Background: an optimization exercise with open tools, aiming at small area and a short achievable clock period. Do not read the settings as production practice. Function was checked by simulation only, so behaviour that the tests miss may differ from the original.

==> flow/design.v <==
package neuron_pkg;
    localparam int MODEL_PREC  = 10;
    localparam int STATE_BW    = MODEL_PREC + 8;
    localparam int CURRENT_BW  = 9;
    localparam int WEIGHT_BW   = 7;
    localparam int WEIGHT_PREC = 2;
    localparam int TABLE_ROWS  = 20;
    localparam int ROW_BW      = $clog2(TABLE_ROWS);
    localparam int INDEX_BW    = 8;
    localparam int CFG_ADDR_BW = 6;
    localparam int CFG_DATA_BW = 18;
    localparam int STEP_BW     = 6;
    localparam int STEP_RESET  = 40;
    localparam int OUT_BUS_BW  = 8;
    localparam int SUM_BW    = CURRENT_BW + 1;
    localparam int SQ_IN_BW  = MODEL_PREC / 2 + 8;
    localparam int V_SQ_BW   = 25;
    localparam int V_POLY_BW = MODEL_PREC + 11;
    localparam int DRIVE_BW  = CURRENT_BW + 1 + MODEL_PREC;
    localparam int DV_BW     = MODEL_PREC + 13;
    localparam int BV_BW     = MODEL_PREC + 9;
    localparam int DU_BW     = MODEL_PREC + 2;
    localparam int V_RESET       = -70;
    localparam int U_RESET       = -20;
    localparam int V_SPIKE       = 30;
    localparam int V_AFTER_SPIKE = -65;
    localparam int U_SPIKE_STEP  = 6;
    localparam int BIAS_140      = 140;
    localparam logic signed [STATE_BW-1:0] V_RESET_FX = STATE_BW'(V_RESET * (1 << MODEL_PREC));
    localparam logic signed [STATE_BW-1:0] U_RESET_FX = STATE_BW'(U_RESET * (1 << MODEL_PREC));
    localparam int CFG_BIAS_ADDR  = 0;
    localparam int CFG_STEP_ADDR  = 1;
    localparam int CFG_TABLE_BASE = 2;
    localparam int CFG_WORDS      = CFG_TABLE_BASE + 2 * TABLE_ROWS;
    typedef enum logic [2:0] {
        CFG_BIAS,
        CFG_STEP,
        CFG_INDEX,
        CFG_WEIGHT,
        CFG_NONE
    } cfg_kind_e;
    typedef struct packed {
        logic                   we;
        logic [CFG_ADDR_BW-1:0] addr;
        logic [CFG_DATA_BW-1:0] data;
    } cfg_write_t;
    typedef struct packed {
        logic                vld;
        logic [INDEX_BW-1:0] index;
    } axon_in_t;
    typedef struct packed {
        logic signed [STATE_BW-1:0] v;
        logic signed [STATE_BW-1:0] u;
    } neuron_state_t;
endpackage
`timescale 1ns/10ps
import neuron_pkg::*;
module synapse_decode (
    input  logic                         clk,
    input  logic                         rst,
    input  logic                         nc_reset,
    input  logic                         nc_evaluate,
    input  neuron_pkg::cfg_write_t cfg,
    input  neuron_pkg::axon_in_t axon,
    output logic signed [CURRENT_BW-1:0] syn_current,
    output logic signed [CURRENT_BW-1:0] bias_current
);
    neuron_pkg::cfg_kind_e cfg_kind;
    logic [CFG_ADDR_BW-1:0] cfg_offset;
    logic [ROW_BW-1:0]      cfg_row;
    logic [INDEX_BW-1:0]         table_i [TABLE_ROWS];
    logic signed [WEIGHT_BW-1:0] table_w [TABLE_ROWS];
    logic [TABLE_ROWS-1:0]       table_s;
    neuron_pkg::axon_in_t axon_q;
    logic [TABLE_ROWS-1:0]        row_match;
    logic signed [CURRENT_BW-1:0] syn_nxt;
    always_comb begin
        cfg_offset = cfg.addr - CFG_ADDR_BW'(CFG_TABLE_BASE);
        cfg_row    = ROW_BW'(cfg_offset >> 1);
        if (!cfg.we) begin
            cfg_kind = CFG_NONE;
        end else if (cfg.addr == CFG_ADDR_BW'(CFG_BIAS_ADDR)) begin
            cfg_kind = CFG_BIAS;
        end else if (cfg.addr == CFG_ADDR_BW'(CFG_STEP_ADDR)) begin
            cfg_kind = CFG_STEP;
        end else if (cfg.addr < CFG_ADDR_BW'(CFG_WORDS)) begin
            cfg_kind = cfg_offset[0] ? CFG_WEIGHT : CFG_INDEX;
        end else begin
            cfg_kind = CFG_NONE;
        end
    end
    always_ff @(posedge clk) begin
        if (rst) begin
            bias_current <= '0;
        end else if (cfg_kind == CFG_BIAS) begin
            bias_current <= CURRENT_BW'(cfg.data);
        end
    end
    always_ff @(posedge clk) begin
        if (rst) begin
            for (int r = 0; r < TABLE_ROWS; r++) begin
                table_i[r] <= '0;
                table_w[r] <= '0;
            end
        end else if (cfg_kind == CFG_INDEX) begin
            table_i[cfg_row] <= INDEX_BW'(cfg.data);
        end else if (cfg_kind == CFG_WEIGHT) begin
            table_w[cfg_row] <= WEIGHT_BW'(cfg.data);
        end
    end
    always_comb begin
        for (int r = 0; r < TABLE_ROWS; r++) begin
            row_match[r] = axon_q.vld && (axon_q.index == table_i[r]);
        end
    end
    always_comb begin
        syn_nxt = syn_current;
        for (int r = 0; r < TABLE_ROWS; r++) begin
            if (row_match[r]) begin
                if (table_s[r]) begin
                    syn_nxt = syn_nxt - CURRENT_BW'(table_w[r]);
                end else begin
                    syn_nxt = syn_nxt + CURRENT_BW'(table_w[r]);
                end
            end
        end
    end
    always_ff @(posedge clk) begin
        if (rst || nc_reset) begin
            axon_q      <= '0;
            syn_current <= '0;
            table_s     <= '0;
        end else begin
            axon_q.vld <= axon.vld;
            if (axon.vld) begin
                axon_q.index <= axon.index;
            end
            if (nc_evaluate || axon_q.vld) begin
                syn_current <= syn_nxt;
            end
            if (axon_q.vld) begin
                table_s <= table_s ^ row_match;
            end
        end
    end
endmodule
`timescale 1ns/10ps
import neuron_pkg::*;
module izh_execute (
    input  logic                         clk,
    input  logic                         rst,
    input  logic                         nc_reset,
    input  logic                         nc_evaluate,
    input  logic signed [CURRENT_BW-1:0] syn_current,
    input  logic signed [CURRENT_BW-1:0] bias_current,
    output logic                         spiking,
    output neuron_pkg::neuron_state_t state
);
    logic signed [STATE_BW-1:0]  v;
    logic signed [STATE_BW-1:0]  u;
    logic signed [STATE_BW-1:0]  v_nxt;
    logic signed [STATE_BW-1:0]  u_nxt;
    logic signed [SQ_IN_BW-1:0]  v_half;
    logic signed [V_SQ_BW-1:0]   v_sq;
    logic signed [V_POLY_BW-1:0] v_sq_k;
    logic signed [V_POLY_BW-1:0] v_x5;
    logic signed [SUM_BW-1:0]    i_sum;
    logic signed [DRIVE_BW-1:0]  drive;
    logic signed [DV_BW-1:0]     dv;
    logic signed [V_POLY_BW-1:0] v_raw;
    logic signed [BV_BW-1:0]     bv_mu;
    logic signed [DU_BW-1:0]     du;
    logic signed [STATE_BW-1:0]  u_raw;
    always_ff @(posedge clk) begin
        if (rst || nc_reset) begin
            v <= V_RESET_FX;
            u <= U_RESET_FX;
        end else if (nc_evaluate) begin
            v <= v_nxt;
            u <= u_nxt;
        end
    end
    always_comb begin
        v_half = SQ_IN_BW'(v >>> (MODEL_PREC / 2));
        v_sq   = V_SQ_BW'(v_half) * V_SQ_BW'(v_half);
        v_sq_k = V_POLY_BW'((v_sq >>> 5) + (v_sq >>> 7) + (v_sq >>> 10));
        v_x5   = (V_POLY_BW'(v) <<< 2) + V_POLY_BW'(v);
        i_sum  = SUM_BW'(bias_current) + SUM_BW'(syn_current);
        drive  = DRIVE_BW'(BIAS_140 * (1 << MODEL_PREC))
               + (DRIVE_BW'(i_sum) <<< (MODEL_PREC - WEIGHT_PREC));
        dv     = DV_BW'(v_sq_k) + DV_BW'(v_x5) - DV_BW'(u) + DV_BW'(drive);
        v_raw  = V_POLY_BW'(v) + V_POLY_BW'(dv >>> 2);
        spiking = nc_evaluate && ((v_raw >>> MODEL_PREC) > V_POLY_BW'(V_SPIKE));
        v_nxt   = spiking ? STATE_BW'(V_AFTER_SPIKE * (1 << MODEL_PREC)) : STATE_BW'(v_raw);
    end
    always_comb begin
        bv_mu = BV_BW'((v_raw >>> 3) + (v_raw >>> 4) + (v_raw >>> 6) - V_POLY_BW'(u));
        du    = DU_BW'((bv_mu >>> 8) + (bv_mu >>> 10));
        u_raw = STATE_BW'(du) + u;
        u_nxt = spiking ? u + STATE_BW'(U_SPIKE_STEP * (1 << MODEL_PREC)) : u_raw;
    end
    assign state = {v, u};
endmodule
`timescale 1ns/10ps
import neuron_pkg::*;
module spike_result #(
    parameter int NEURON_INDEX = 1
) (
    input  logic                  clk,
    input  logic                  rst,
    input  logic                  nc_reset,
    input  logic                  nc_evaluate,
    input  logic                  nc_warmup,
    input  logic                  out_granted,
    input  logic                  spiking,
    input  neuron_pkg::cfg_write_t cfg,
    output logic                  out_pending,
    output logic [OUT_BUS_BW-1:0] out_bus
);
    logic [STEP_BW-1:0] step_len;
    logic [STEP_BW-1:0] step_cntr;
    logic [STEP_BW-1:0] step_cntr_nxt;
    logic               out_level;
    logic               out_level_nxt;
    logic               pend;
    logic               upd_en;
    always_ff @(posedge clk) begin
        if (rst) begin
            step_len <= STEP_BW'(STEP_RESET);
        end else if (cfg.we && cfg.addr == CFG_ADDR_BW'(CFG_STEP_ADDR)) begin
            step_len <= STEP_BW'(cfg.data);
        end
    end
    assign upd_en = (nc_evaluate && !nc_warmup) || out_granted;
    always_comb begin
        if ((spiking && step_cntr == '0)
            || (!spiking && step_cntr == STEP_BW'(1))) begin
            out_level_nxt = 1'b1;
        end else if (out_granted) begin
            out_level_nxt = 1'b0;
        end else begin
            out_level_nxt = out_level;
        end
        step_cntr_nxt = step_cntr;
        if (spiking) begin
            step_cntr_nxt = step_len;
        end else if (step_cntr != '0) begin
            step_cntr_nxt = step_cntr - STEP_BW'(1);
        end
    end
    always_ff @(posedge clk) begin
        if (rst || nc_reset) begin
            out_level <= 1'b0;
            step_cntr <= '0;
        end else if (upd_en) begin
            out_level <= out_level_nxt;
            step_cntr <= step_cntr_nxt;
        end
    end
    always_ff @(posedge clk) begin
        if (rst || out_granted) begin
            pend <= 1'b0;
        end else if (nc_evaluate) begin
            pend <= 1'b1;
        end
    end
    assign out_pending = out_level && pend;
    assign out_bus = (out_pending && out_granted) ? OUT_BUS_BW'(NEURON_INDEX) : '0;
endmodule
`timescale 1ns/10ps
import neuron_pkg::*;
module neuron_top #(
    parameter int NEURON_INDEX = 1
) (
    input  logic                  clk,
    input  logic                  rst,
    input  logic                  cfg_we,
    input  logic [CFG_ADDR_BW-1:0] cfg_addr,
    input  logic [CFG_DATA_BW-1:0] cfg_data,
    input  logic                  axon_vld,
    input  logic [INDEX_BW-1:0]   axon_index,
    input  logic                  nc_evaluate,
    input  logic                  nc_reset,
    input  logic                  nc_warmup,
    input  logic                  out_granted,
    output logic                  neur_output,
    output logic                  out_pending,
    output logic [OUT_BUS_BW-1:0] out_bus,
    output logic [STATE_BW-1:0]   state_v,
    output logic [STATE_BW-1:0]   state_u
);
    neuron_pkg::cfg_write_t cfg;
    neuron_pkg::axon_in_t axon;
    neuron_pkg::neuron_state_t state;
    assign cfg     = {cfg_we, cfg_addr, cfg_data};
    assign axon    = {axon_vld, axon_index};
    assign state_v = state.v;
    assign state_u = state.u;
    logic signed [CURRENT_BW-1:0] syn_current;
    logic signed [CURRENT_BW-1:0] bias_current;
    synapse_decode synapse_decode_i (
        .clk          (clk),
        .rst          (rst),
        .nc_reset     (nc_reset),
        .nc_evaluate  (nc_evaluate),
        .cfg          (cfg),
        .axon         (axon),
        .syn_current  (syn_current),
        .bias_current (bias_current)
    );
    izh_execute izh_execute_i (
        .clk          (clk),
        .rst          (rst),
        .nc_reset     (nc_reset),
        .nc_evaluate  (nc_evaluate),
        .syn_current  (syn_current),
        .bias_current (bias_current),
        .spiking      (neur_output),
        .state        (state)
    );
    spike_result #(
        .NEURON_INDEX (NEURON_INDEX)
    ) spike_result_i (
        .clk          (clk),
        .rst          (rst),
        .nc_reset     (nc_reset),
        .nc_evaluate  (nc_evaluate),
        .nc_warmup    (nc_warmup),
        .out_granted  (out_granted),
        .spiking      (neur_output),
        .cfg          (cfg),
        .out_pending  (out_pending),
        .out_bus      (out_bus)
    );
endmodule
==> flow/run.sh <==
#!/bin/bash
# synth_recipe.tcl (not shown) runs the flow's synth.tcl, then flattens the netlist and writes it again
# the make line also repeats each setting of config.mk as NAME=value (left out here)
make -C /OpenROAD-flow-scripts/flow DESIGN_CONFIG=/design/flow/config.mk WORK_HOME=/design/flow/orfs CLKGATE_MAP_FILE= SYNTH_SCRIPT=/design/flow/synth_recipe.tcl finish
==> flow/config.mk <==
export PLATFORM = sky130hd
export DESIGN_NAME = neuron_top
export DESIGN_NICKNAME = neuron_top
export VERILOG_FILES = /design/flow/design.v
export SDC_FILE = /design/flow/constraint.sdc
export NUM_CORES = 4
export LEC_CHECK = 0
export CAP_MARGIN = 20
export CORE_MARGIN = 2
export CORE_UTILIZATION = 40
export SLEW_MARGIN = 20
==> flow/constraint.sdc <==
create_clock -name core_clock -period 24.0 [get_ports {clk}]
set_input_delay 4.8000 -clock core_clock [delete_from_list [all_inputs] [get_ports {clk}]]
set_output_delay 4.8000 -clock core_clock [all_outputs]
set_load 0.01 [all_outputs]
==> impl_metrics.tcl <==
set metrics [dict create \
    gr-usage-all-layers_pct 20.98 \
    synth.yosys.warnings 3 \
    flow.area_growth_from_synthesis_pct 17.50 \
    timing_worst_setup_path_type "reg -> reg" \
    clockBufferDepth 3 \
    worst-endpoint-arrival_ns 23.45 \
    setup_viol 0 \
    post-synth-top-count-cell "inv_1" \
    globalRoute.totalOverflow 0 \
    maxCapViolations 0 \
    place.detailed.instances 6871 \
    place_area_um2 50970 \
    ant_nets 0 \
    pin_count 86 \
    ys.flop_type "edfxtp_1" \
    rows 123 \
    place_congestion 0.8699 \
    drc_errors 0 \
    routed_via_count_divided_by_cell_count 5.289 \
    synth_top_cell_by_area "edfxtp_1" \
    core-area_um2 112800 \
    crit_fanout 4 \
    numClockSinks 397 \
    finalCritPeriodShare_pct 95.61 \
    netlist_top_cells_area "edfxtp_1, fa_1, ha_1" \
    worstMarginPinSlew_ns 1.118 \
    finalMaxSlewViolations 0 \
    die-area_um2 116600 \
    floorplan.die.width_um 341.5 \
    synthTopCellsByCount "inv_1, xnor2_1, nor2_1" \
    ys_types 125 \
    grt_pass1_vias 35290 \
    async_reset_ff_share_pct 0 \
    maxClockFrequency_mhz 43.58 \
    finalNetCount 6121 \
    cpPeakStageDelay_ns 0.57 \
    dieHeight_um 341.5 \
    root_buf_cell "clkbuf_16" \
    clock_pin_slew_worst_setup_and_hold_paths_ns 0.06 \
    detailedRoute.firstPassIterationCount 5 \
    synth-seq-area-share_pct 24.04 \
    hpwlAfterDp_mm 92.56 \
    tns_ns 0 \
    tritoncts_buffers 47 \
    postCtsHoldBufs 0 \
    ff2ff_setup_slack_ns 1.05 \
    pin_count_of_the_biggest_net_entering_global_routing 66 \
    stdcell_count 6982 \
    critical_path_launch_point_type "flip-flop" \
    number_of_flops_mapped_to_enable_cells_by_yosys 300 \
    cts_tree "yes" \
    critical_path_endpoint_category "flip-flop" \
    dr_total_vias 36930 \
    fin_skew_ns 0.05162 \
    wirelength_mm 124.4 \
    netlist_area_um2 45560 \
    final_std_cell_area_no_fill_um2 53530 \
    synth_top_cell_area_share_pct 19.77 \
    drtIter0Drc 2253 \
    antenna_found_initial 3 \
    run_status "no timing/DRC/antenna violations" \
    crit_path_frequent_cell "xnor2_1" \
    clock_tree.htree_level_count 2 \
    timing.slew.headroom_pct 24.77 \
    port_buffers 69 \
    postSynthAreaPerCell_um2 9.115 \
    critPathSlowestCell "or4_4" \
    clock_latency_ns 0.62 \
    syn-instance-count 4998 \
    initial_core_utilization_pct 40.39 \
    route.detailed.wl_per_inst_um 17.82 \
    critical_path_required_ns 24.50 \
    ys_ff_latch 397 \
    drive_gt1_share_pct 16.65 \
    first_pass_grt_wire_length_mm 194.2 \
    fin_worst_hold_slack_ns 0.4613 \
    timing.hold.worst.class "reg -> reg" \
    period_minus_slack_ns 22.95 \
    timing.final.hold_violations 0 \
    antenna_cells 0 \
]
sequential cells by signal, indices dropped and copies added (netlist names):
| signal | count |
|---|---|
| izh_execute_i.u | 18 |
| izh_execute_i.v | 18 |
| spike_result_i.out_level | 1 |
| spike_result_i.pend | 1 |
| spike_result_i.step_cntr | 6 |
| spike_result_i.step_len | 6 |
| synapse_decode_i.axon_q | 9 |
| synapse_decode_i.bias_current | 9 |
| synapse_decode_i.syn_current | 9 |
| synapse_decode_i.table_i | 160 |
| synapse_decode_i.table_s | 20 |
| synapse_decode_i.table_w | 140 |
timing repair:
item	CTS	global route
buffers inserted	2	20
resized for setup	20	138
endpoints found under the setup margin	1	1
pin swaps	5	70
worst paths after layout:
check	start	end	depth (start not counted)
hold reg to reg	spike_result_i.step_len[5]	spike_result_i.step_len[5]	1
setup reg to reg	synapse_decode_i.table_w[0][0]	synapse_decode_i.syn_current[8]	111
hold / removal	spike_result_i.step_len[5]	spike_result_i.step_len[5]	1
setup / recovery	synapse_decode_i.table_w[0][0]	synapse_decode_i.syn_current[8]	111
critical path, delay by kind of cell (launching register included):
family                     cells  cell delay, ns
AOI/OAI and AO/OA             31            5.08
xor gates and xnor gates      31            5.18
adders and majority gates     15            5.78
buffers and inverters         11            1.56
DFF                            1            0.40
muxes                          6            1.80
and+or+nand+nor               17            3.01
metal layers:
layer  global-route usage (%)  part of all wire (%)  vias to the layer above
met5                        0                 0.011                        -
met2                    33.97                    46                      828
met3                    2.139                   4.7                      160
met4                    4.754                   2.3                        2
met1                    30.14                    47                    17870
li1                         -                     -                    18060
stage by stage:
stage                     util, %  setup slack [ns]
after floorplan                 -             2.444
after global placement      45.18           -0.4527
after detailed placement    45.18           -0.6849
after CTS                   46.68           0.02265
after global routing        47.45           -0.2133
final                       47.45             1.054
placed cells by master, fill, tap and decap left out, types with 15 or more instances in the layout:
cell             synthesis  layout
dfxtp_1                 97      96
fa_1                   286     283
and3_1                  36      35
nor2b_1                 41      39
a31oi_1                 44      44
nand3_1                 80      80
a211oi_1                35      33
mux2_2                  75      74
nand2b_1                40      40
nor3_1                 150     138
inv_1                  485     484
edfxtp_1               300     300
o21a_1                  18      18
a21oi_1                287     266
mux2i_1                 93      92
o31ai_1                 23      17
or3_1                   34      34
nand2_1                261     260
xnor2_2                  4      20
nor3_2                   4      15
clkbuf_16                0      47
xor2_1                 158     152
nor4_1                  44      38
or2_2                   44      43
a21oi_2                  4      24
ha_1                   352     342
o21bai_1                51      51
and2_1                 317     316
nand4_1                 43      43
clkdlybuf4s50_1          0      61
nor2_1                 436     429
o211ai_1                19      19
a21o_1                  56      56
buf_4                   15     495
o21ai_0                130     115
xnor2_1                469     450
cell families after synthesis:
| group | count (synthesis) | synth area share (%) |
|---|---|---|
| AO/OA/AOI/OAI | 848 | 12.40 |
| other | 1 | 0.008231 |
| multiplexers | 174 | 4.141 |
| XOR/XNOR | 649 | 13.06 |
| flip-flops | 397 | 24.04 |
| adder cells (fa/ha/maj) | 649 | 22.48 |
| AND/OR/NAND/NOR | 1613 | 18.17 |
| buffers and inverters | 667 | 5.699 |
cell type report:
class                      instances  area, µm²
tap                             1500       1877
sequential                       397      10950
timing repair buffer             565       4387
multi-input combinational       3940      32910
inverter                         492       1847
clock inverter                    22      234.0
fill                           10680      59280
clock buffer                      66       1328

## re-timing with driven ports
In the flow no input, the clock included, has a driving cell. The finished layout below was timed again as built, in two steps. Step 1 (the two cells are an assumption about what drives the block):
set clk [get_ports {clk}]
set_driving_cell -lib_cell sky130_fd_sc_hd__clkbuf_16 $clk
set_driving_cell -lib_cell sky130_fd_sc_hd__buf_2 [delete_from_list [all_inputs] $clk]
Step 2 times the ports against the registers' clock, not the clock port: input delays grow and output delays shrink by t, the midpoint of the rising clock arrivals with the driver on. Three values: ideal, step 1, step 2; two values: the first two.
t (ns): 0.663
setup WS [ns]: 1.054 / 1.054 / 1.054
worst setup path at the end: register to register
worst data-port slew with drivers (ns): 0.07
pins driven straight from the clock port: 1
After both steps setup and hold are still met in this run. For this run, drivers alone change the setup slack by 0.000 ns; drivers and shift together by 0.000 ns.
